Context: an optimization exercise on an open-source flow, tuned for small area and a short achievable clock period. The choices shown serve that exercise and are no tape-out recipe. RTL that was checked went through simulation tests only; none was proved equivalent to the original. Power is estimated from default activity; no workload was simulated.

## run a
==> module double_ended_queue, before the edit <==
module double_ended_queue #(
  parameter int DEPTH      = 16,
  parameter int DATA_WIDTH = 32
) (
  input  logic clk,
  input  logic rst,
  input  logic s_tvalid,
  output logic s_tready,
  input  logic [((DATA_WIDTH+7)/8)*8-1:0] s_tdata,
  input  logic [dq_pkg::FUNC_W-1:0] s_tuser,
  output logic m_tvalid,
  input  logic m_tready,
  output logic [((DATA_WIDTH+3+$clog2(DEPTH+1)+7)/8)*8-1:0] m_tdata
);
  localparam int CNT_W     = $clog2(DEPTH + 1);
  localparam int PTR_W     = $clog2(DEPTH);
  localparam int RES_W     = DATA_WIDTH + 3 + CNT_W;
  localparam int M_TDATA_W = ((RES_W + 7) / 8) * 8;
  logic [dq_pkg::FUNC_W-1:0] func;
  logic                      accept;
  logic [CNT_W-1:0] count;
  logic [PTR_W-1:0] head;
  logic [PTR_W-1:0] tail;
  logic             empty;
  logic [CNT_W-1:0] count_next;
  logic             full;
  logic             ok_q;
  logic [DATA_WIDTH-1:0] peek_q;
  logic             is_peek;
  logic [DATA_WIDTH-1:0] end_word;
  logic [DEPTH-1:0] head_oh;
  logic [DEPTH-1:0] tail_oh;
  logic [DEPTH-1:0] we;
  logic [DEPTH-1:0] rsel;
  logic [DATA_WIDTH-1:0] mem [DEPTH];
  logic [DATA_WIDTH-1:0] peek_word;
  assign func     = s_tuser;
  assign s_tready = !m_tvalid || m_tready;
  assign accept   = s_tvalid && s_tready;
  assign full  = count[CNT_W-1];
  assign is_peek = (func[dq_pkg::FUNC_W-1:1] == dq_pkg::FUNC_PEEK_FRONT[dq_pkg::FUNC_W-1:1]) && !empty;
  always_comb begin
    for (int i = 0; i < DEPTH; i++) begin
      head_oh[i] = (head == PTR_W'(i));
      tail_oh[i] = (tail == PTR_W'(i));
    end
  end
  for (genvar i = 0; i < DEPTH; i++) begin : g_word
    assign we[i]   = !full && (head_oh[(i + 1) % DEPTH] || tail_oh[i]);
    assign rsel[i] = func[0] ? tail_oh[(i + 1) % DEPTH] : head_oh[i];
    dq_cell #(
      .DATA_WIDTH(DATA_WIDTH)
    ) u_cell (
      .clk      (clk),
      .we       (we[i]),
      .push_word(s_tdata[DATA_WIDTH-1:0]),
      .data     (mem[i])
    );
  end
  always_comb begin
    end_word = '0;
    for (int i = 0; i < DEPTH; i++) begin
      end_word = end_word | (mem[i] & {DATA_WIDTH{rsel[i]}});
    end
  end
  assign peek_word = end_word & {DATA_WIDTH{is_peek}};
  always_comb begin
    count_next = count;
    case (func)
      dq_pkg::FUNC_PUSH_FRONT,
      dq_pkg::FUNC_PUSH_BACK:  if (!full) count_next = count + 1'b1;
      dq_pkg::FUNC_POP_FRONT,
      dq_pkg::FUNC_POP_BACK:   if (!empty) count_next = count - 1'b1;
      dq_pkg::FUNC_CLEAR:      count_next = '0;
      default: ;
    endcase
  end
  always_ff @(posedge clk) begin
    if (rst) begin
      count    <= '0;
      empty    <= 1'b1;
      tail     <= head;
      m_tvalid <= 1'b0;
    end else begin
      if (accept) begin
        count <= count_next;
        empty <= (count_next == '0);
        case (func)
          dq_pkg::FUNC_PUSH_FRONT: if (!full) head <= head - 1'b1;
          dq_pkg::FUNC_PUSH_BACK:  if (!full) tail <= tail + 1'b1;
          dq_pkg::FUNC_POP_FRONT:  if (!empty) head <= head + 1'b1;
          dq_pkg::FUNC_POP_BACK:   if (!empty) tail <= tail - 1'b1;
          dq_pkg::FUNC_CLEAR:      tail <= head;
          default: ;
        endcase
      end
      if (accept) begin
        m_tvalid <= 1'b1;
      end else if (m_tready) begin
        m_tvalid <= 1'b0;
      end
    end
  end
  always_ff @(posedge clk) begin
    if (s_tready) begin
      case (func)
        dq_pkg::FUNC_PUSH_FRONT,
        dq_pkg::FUNC_PUSH_BACK:  ok_q <= !full;
        dq_pkg::FUNC_POP_FRONT,
        dq_pkg::FUNC_POP_BACK,
        dq_pkg::FUNC_PEEK_FRONT,
        dq_pkg::FUNC_PEEK_BACK,
        dq_pkg::FUNC_CLEAR:      ok_q <= !empty;
        default:                 ok_q <= 1'b0;
      endcase
      peek_q <= peek_word;
    end
  end
  assign m_tdata = M_TDATA_W'({count, full, empty, peek_q, ok_q});
endmodule
export LEC_CHECK = 0
export CAP_MARGIN = 20
export CORE_MARGIN = 2
export CORE_UTILIZATION = 30
export CTS_BUF_LIST = sky130_fd_sc_hd__clkbuf_8
export CTS_CLUSTER_DIAMETER = 45
export CTS_CLUSTER_SIZE = 16
export SETUP_SLACK_MARGIN = 2.0
export SLEW_MARGIN = 20
create_clock -name core_clock -period 4.5 [get_ports {clk}]
standard.sh (not shown) runs the stock make flow with config.mk's settings and CLKGATE_MAP_FILE= SYNTH_SCRIPT=/design/flow/synth_recipe.tcl, a recipe that flattens the netlist after the stock synthesis.
==> flow/flow/run.sh <==
#!/bin/bash
cp standard.sh standard_sh.txt
export BUFFER_PORTS_ARGS="-buffer_cell sky130_fd_sc_hd__buf_2"
bash standard.sh > standard.log 2>&1
Run a finished end to end and its layout was clean on timing, DRC and antenna.
Changes in run b relative to run a:
diff --git a/flow/design.v b/flow/design.v
--- a/flow/design.v
+++ b/flow/design.v
@@ -48,48 +48,49 @@
   logic             empty;
   logic [CNT_W-1:0] count_next;
   logic             full;
   logic             ok_q;
   logic [DATA_WIDTH-1:0] peek_q;
-  logic             is_peek;
-  logic [DATA_WIDTH-1:0] end_word;
+  logic             peek_front;
+  logic             peek_back;
   logic [DEPTH-1:0] head_oh;
   logic [DEPTH-1:0] tail_oh;
   logic [DEPTH-1:0] we;
   logic [DEPTH-1:0] rsel;
   logic [DATA_WIDTH-1:0] mem [DEPTH];
   logic [DATA_WIDTH-1:0] peek_word;
   assign func     = s_tuser;
   assign s_tready = !m_tvalid || m_tready;
   assign accept   = s_tvalid && s_tready;
   assign full  = count[CNT_W-1];
-  assign is_peek = (func[dq_pkg::FUNC_W-1:1] == dq_pkg::FUNC_PEEK_FRONT[dq_pkg::FUNC_W-1:1]) && !empty;
+  assign peek_front = (func == dq_pkg::FUNC_PEEK_FRONT) && !empty;
+  assign peek_back  = (func == dq_pkg::FUNC_PEEK_BACK) && !empty;
   always_comb begin
     for (int i = 0; i < DEPTH; i++) begin
       head_oh[i] = (head == PTR_W'(i));
       tail_oh[i] = (tail == PTR_W'(i));
     end
   end
   for (genvar i = 0; i < DEPTH; i++) begin : g_word
     assign we[i]   = !full && (head_oh[(i + 1) % DEPTH] || tail_oh[i]);
-    assign rsel[i] = func[0] ? tail_oh[(i + 1) % DEPTH] : head_oh[i];
+    assign rsel[i] = (peek_front && head_oh[i]) ||
+                     (peek_back && tail_oh[(i + 1) % DEPTH]);
     dq_cell #(
       .DATA_WIDTH(DATA_WIDTH)
     ) u_cell (
       .clk      (clk),
       .we       (we[i]),
       .push_word(s_tdata[DATA_WIDTH-1:0]),
       .data     (mem[i])
     );
   end
   always_comb begin
-    end_word = '0;
+    peek_word = '0;
     for (int i = 0; i < DEPTH; i++) begin
-      end_word = end_word | (mem[i] & {DATA_WIDTH{rsel[i]}});
+      peek_word = peek_word | (mem[i] & {DATA_WIDTH{rsel[i]}});
     end
   end
-  assign peek_word = end_word & {DATA_WIDTH{is_peek}};
   always_comb begin
     count_next = count;
     case (func)
       dq_pkg::FUNC_PUSH_FRONT,
       dq_pkg::FUNC_PUSH_BACK:  if (!full) count_next = count + 1'b1;
Notes after the runs:
Run b completed; timing, DRC and antenna clean. The startpoint of the most critical setup path comes out tail[0]$_DFFE_PP_ in one run and s_tuser[1] in the other, namely in run a and run b respectively. Area share of xor/xnor cells in the synthesized design essentially unchanged between run b and run a. Final-layout clock buffer total on run b is down relative to run a. Delta (run b minus run a): total power went down 5.1%; global-route wire length before repair went down about 14%; area share of and/or/nand/nor cells after synthesis lower. Compared with run a, run b ends up with less cell area. Compared with run a, run b shows a lower die area.
The RTL of run a was laid out without a check of its function.

The RTL this note starts from:
==> flow/design.v <==
package dq_pkg;
  localparam int FUNC_W = 3;
  localparam logic [FUNC_W-1:0] FUNC_PUSH_FRONT = 3'd0;
  localparam logic [FUNC_W-1:0] FUNC_PUSH_BACK  = 3'd1;
  localparam logic [FUNC_W-1:0] FUNC_POP_FRONT  = 3'd2;
  localparam logic [FUNC_W-1:0] FUNC_POP_BACK   = 3'd3;
  localparam logic [FUNC_W-1:0] FUNC_PEEK_FRONT = 3'd4;
  localparam logic [FUNC_W-1:0] FUNC_PEEK_BACK  = 3'd5;
  localparam logic [FUNC_W-1:0] FUNC_CLEAR      = 3'd6;
endpackage
module dq_cell #(
  parameter int DATA_WIDTH = 32
) (
  input  logic                  clk,
  input  logic                  we,
  input  logic [DATA_WIDTH-1:0] push_word,
  output logic [DATA_WIDTH-1:0] data
);
  always_ff @(posedge clk) begin
    if (we) begin
      data <= push_word;
    end
  end
endmodule
module double_ended_queue #(
  parameter int DEPTH      = 16,
  parameter int DATA_WIDTH = 32
) (
  input  logic clk,
  input  logic rst,
  input  logic s_tvalid,
  output logic s_tready,
  input  logic [((DATA_WIDTH+7)/8)*8-1:0] s_tdata,
  input  logic [dq_pkg::FUNC_W-1:0] s_tuser,
  output logic m_tvalid,
  input  logic m_tready,
  output logic [((DATA_WIDTH+3+$clog2(DEPTH+1)+7)/8)*8-1:0] m_tdata
);
  localparam int CNT_W     = $clog2(DEPTH + 1);
  localparam int RES_W     = DATA_WIDTH + 3 + CNT_W;
  localparam int M_TDATA_W = ((RES_W + 7) / 8) * 8;
  logic [dq_pkg::FUNC_W-1:0] func;
  logic                      accept;
  logic [CNT_W-1:0] count;
  logic [CNT_W-1:0] count_next;
  logic             empty;
  logic             full;
  logic [DEPTH-1:0] before_front;
  logic [DEPTH-1:0] after_back;
  logic [DEPTH-1:0] we;
  logic [DEPTH-1:0] rsel;
  logic             ok_q;
  logic [DATA_WIDTH-1:0] peek_q;
  logic             peek_front;
  logic             peek_back;
  logic [DATA_WIDTH-1:0] mem [DEPTH];
  logic [DATA_WIDTH-1:0] peek_word;
  assign func     = s_tuser;
  assign s_tready = !m_tvalid || m_tready;
  assign accept   = s_tvalid && s_tready;
  assign full = count[CNT_W-1];
  assign peek_front = (func == dq_pkg::FUNC_PEEK_FRONT) && !empty;
  assign peek_back  = (func == dq_pkg::FUNC_PEEK_BACK) && !empty;
  for (genvar i = 0; i < DEPTH; i++) begin : g_word
    assign we[i]   = !full && (before_front[i] || after_back[i]);
    assign rsel[i] = (peek_front && before_front[(i + DEPTH - 1) % DEPTH]) ||
                     (peek_back && after_back[(i + 1) % DEPTH]);
    dq_cell #(
      .DATA_WIDTH(DATA_WIDTH)
    ) u_cell (
      .clk      (clk),
      .we       (we[i]),
      .push_word(s_tdata[DATA_WIDTH-1:0]),
      .data     (mem[i])
    );
  end
  always_comb begin
    peek_word = '0;
    for (int i = 0; i < DEPTH; i++) begin
      peek_word = peek_word | (mem[i] & {DATA_WIDTH{rsel[i]}});
    end
  end
  always_comb begin
    count_next = count;
    case (func)
      dq_pkg::FUNC_PUSH_FRONT,
      dq_pkg::FUNC_PUSH_BACK:  if (!full) count_next = count + 1'b1;
      dq_pkg::FUNC_POP_FRONT,
      dq_pkg::FUNC_POP_BACK:   if (!empty) count_next = count - 1'b1;
      dq_pkg::FUNC_CLEAR:      count_next = '0;
      default: ;
    endcase
  end
  function automatic logic [DEPTH-1:0] ring_up(input logic [DEPTH-1:0] r);
    ring_up = {r[DEPTH-2:0], r[DEPTH-1]};
  endfunction
  function automatic logic [DEPTH-1:0] ring_down(input logic [DEPTH-1:0] r);
    ring_down = {r[0], r[DEPTH-1:1]};
  endfunction
  always_ff @(posedge clk) begin
    if (rst) begin
      count        <= '0;
      empty        <= 1'b1;
      before_front <= DEPTH'(1) << (DEPTH - 1);
      after_back   <= DEPTH'(1);
      m_tvalid     <= 1'b0;
    end else begin
      if (accept) begin
        count <= count_next;
        empty <= (count_next == '0);
        case (func)
          dq_pkg::FUNC_PUSH_FRONT: if (!full) before_front <= ring_down(before_front);
          dq_pkg::FUNC_PUSH_BACK:  if (!full) after_back <= ring_up(after_back);
          dq_pkg::FUNC_POP_FRONT:  if (!empty) before_front <= ring_up(before_front);
          dq_pkg::FUNC_POP_BACK:   if (!empty) after_back <= ring_down(after_back);
          dq_pkg::FUNC_CLEAR:      after_back <= ring_up(before_front);
          default: ;
        endcase
      end
      if (accept) begin
        m_tvalid <= 1'b1;
      end else if (m_tready) begin
        m_tvalid <= 1'b0;
      end
    end
  end
  always_ff @(posedge clk) begin
    if (s_tready) begin
      case (func)
        dq_pkg::FUNC_PUSH_FRONT,
        dq_pkg::FUNC_PUSH_BACK:  ok_q <= !full;
        dq_pkg::FUNC_POP_FRONT,
        dq_pkg::FUNC_POP_BACK,
        dq_pkg::FUNC_PEEK_FRONT,
        dq_pkg::FUNC_PEEK_BACK,
        dq_pkg::FUNC_CLEAR:      ok_q <= !empty;
        default:                 ok_q <= 1'b0;
      endcase
      peek_q <= peek_word;
    end
  end
  assign m_tdata = M_TDATA_W'({count, full, empty, peek_q, ok_q});
endmodule
clock: 4.5 ns
lec_check: 0
cap_margin: 20
core_margin: 2
core_utilization: 30
cts_buf_list: sky130_fd_sc_hd__clkbuf_8
cts_cluster_diameter: 45
cts_cluster_size: 16
setup_slack_margin: 2.0
slew_margin: 20
Scripts as last shown in full above: flow/flow/run.sh
The baseline finished with timing, DRC and antenna clean.
Next try:
--- a/flow/design.v
+++ b/flow/design.v
@@ -37,34 +37,40 @@
   output logic [((DATA_WIDTH+3+$clog2(DEPTH+1)+7)/8)*8-1:0] m_tdata
 );
   localparam int CNT_W     = $clog2(DEPTH + 1);
+  localparam int PTR_W     = $clog2(DEPTH);
   localparam int RES_W     = DATA_WIDTH + 3 + CNT_W;
   localparam int M_TDATA_W = ((RES_W + 7) / 8) * 8;
   logic [dq_pkg::FUNC_W-1:0] func;
   logic                      accept;
   logic [CNT_W-1:0] count;
+  logic [PTR_W-1:0] head;
+  logic [PTR_W-1:0] tail;
+  logic             empty;
   logic [CNT_W-1:0] count_next;
-  logic             empty;
   logic             full;
-  logic [DEPTH-1:0] before_front;
-  logic [DEPTH-1:0] after_back;
+  logic             ok_q;
+  logic [DATA_WIDTH-1:0] peek_q;
+  logic             peek_ok;
+  logic [DEPTH-1:0] head_oh;
+  logic [DEPTH-1:0] tail_oh;
   logic [DEPTH-1:0] we;
   logic [DEPTH-1:0] rsel;
-  logic             ok_q;
-  logic [DATA_WIDTH-1:0] peek_q;
-  logic             peek_front;
-  logic             peek_back;
   logic [DATA_WIDTH-1:0] mem [DEPTH];
   logic [DATA_WIDTH-1:0] peek_word;
   assign func     = s_tuser;
   assign s_tready = !m_tvalid || m_tready;
   assign accept   = s_tvalid && s_tready;
-  assign full = count[CNT_W-1];
-  assign peek_front = (func == dq_pkg::FUNC_PEEK_FRONT) && !empty;
-  assign peek_back  = (func == dq_pkg::FUNC_PEEK_BACK) && !empty;
+  assign full  = count[CNT_W-1];
+  assign peek_ok = (func[dq_pkg::FUNC_W-1:1] == dq_pkg::FUNC_PEEK_FRONT[dq_pkg::FUNC_W-1:1]) && !empty;
+  always_comb begin
+    for (int i = 0; i < DEPTH; i++) begin
+      head_oh[i] = (head == PTR_W'(i));
+      tail_oh[i] = (tail == PTR_W'(i));
+    end
+  end
   for (genvar i = 0; i < DEPTH; i++) begin : g_word
-    assign we[i]   = !full && (before_front[i] || after_back[i]);
-    assign rsel[i] = (peek_front && before_front[(i + DEPTH - 1) % DEPTH]) ||
-                     (peek_back && after_back[(i + 1) % DEPTH]);
+    assign we[i]   = !full && (head_oh[(i + 1) % DEPTH] || tail_oh[i]);
+    assign rsel[i] = peek_ok && (func[0] ? tail_oh[(i + 1) % DEPTH] : head_oh[i]);
     dq_cell #(
       .DATA_WIDTH(DATA_WIDTH)
     ) u_cell (
@@ -91,29 +97,22 @@
       default: ;
     endcase
   end
-  function automatic logic [DEPTH-1:0] ring_up(input logic [DEPTH-1:0] r);
-    ring_up = {r[DEPTH-2:0], r[DEPTH-1]};
-  endfunction
-  function automatic logic [DEPTH-1:0] ring_down(input logic [DEPTH-1:0] r);
-    ring_down = {r[0], r[DEPTH-1:1]};
-  endfunction
   always_ff @(posedge clk) begin
     if (rst) begin
-      count        <= '0;
-      empty        <= 1'b1;
-      before_front <= DEPTH'(1) << (DEPTH - 1);
-      after_back   <= DEPTH'(1);
-      m_tvalid     <= 1'b0;
+      count    <= '0;
+      empty    <= 1'b1;
+      tail     <= head;
+      m_tvalid <= 1'b0;
     end else begin
       if (accept) begin
         count <= count_next;
         empty <= (count_next == '0);
         case (func)
-          dq_pkg::FUNC_PUSH_FRONT: if (!full) before_front <= ring_down(before_front);
-          dq_pkg::FUNC_PUSH_BACK:  if (!full) after_back <= ring_up(after_back);
-          dq_pkg::FUNC_POP_FRONT:  if (!empty) before_front <= ring_up(before_front);
-          dq_pkg::FUNC_POP_BACK:   if (!empty) after_back <= ring_down(after_back);
-          dq_pkg::FUNC_CLEAR:      after_back <= ring_up(before_front);
+          dq_pkg::FUNC_PUSH_FRONT: if (!full) head <= head - 1'b1;
+          dq_pkg::FUNC_PUSH_BACK:  if (!full) tail <= tail + 1'b1;
+          dq_pkg::FUNC_POP_FRONT:  if (!empty) head <= head + 1'b1;
+          dq_pkg::FUNC_POP_BACK:   if (!empty) tail <= tail - 1'b1;
+          dq_pkg::FUNC_CLEAR:      tail <= head;
           default: ;
         endcase
       end
Wire length increases by 0.36%.
Register-to-register slack loses 70 ps.
Flip-flop and latch count fell by 24.
Cell count fell by 4.9%.
Core utilization went up by 1.2 points.
Worst setup slack is worse by 27 ps.
Power drops by 1.8%.
Worst hold slack improved by 7.2 ps.
Maximum frequency fell by 1.1%.
Global-route usage climbs by 0.56 points.
Function not checked in the second run of this note: the RTL went through the layout flow alone.

-- port drivers added, routing unchanged --
In the flow no input, the clock included, has a driving cell. The finished layouts below were timed again as built, in two steps.
Step 1 sets driving cells, clkbuf_16 on the clock port and buf_2 on the other inputs (assumed; they add their load-dependent delay and slew).
Step 2 moves the port delays by t, midway between the first and last clock arrival at a register: inputs arrive t later, outputs are due t later. That takes back most of the time a late clock gives input paths.
Three values: ideal ports, drivers, drivers and shift; two values: the first two.
| run | t, ns | slack for setup (ns) | worst register clock-pin slew, ns |
|---|---|---|---|
| run a | 0.730 | 1.982 / 1.982 / 1.523 | 0.10 / 0.10 |
| run b | 0.720 | 2.043 / 2.059 / 1.350 | 0.10 / 0.10 |
| the first run of note 2 | 0.725 | 2.031 / 2.045 / 1.320 | 0.10 / 0.10 |
| the second run of note 2 | 0.722 | 2.003 / 2.003 / 1.426 | 0.10 / 0.10 |
After both steps every run listed still meets setup and hold. The setup slack of the first run of note 2, which loses most, moves by +0.014 ns with the drivers and by -0.711 ns with both steps.
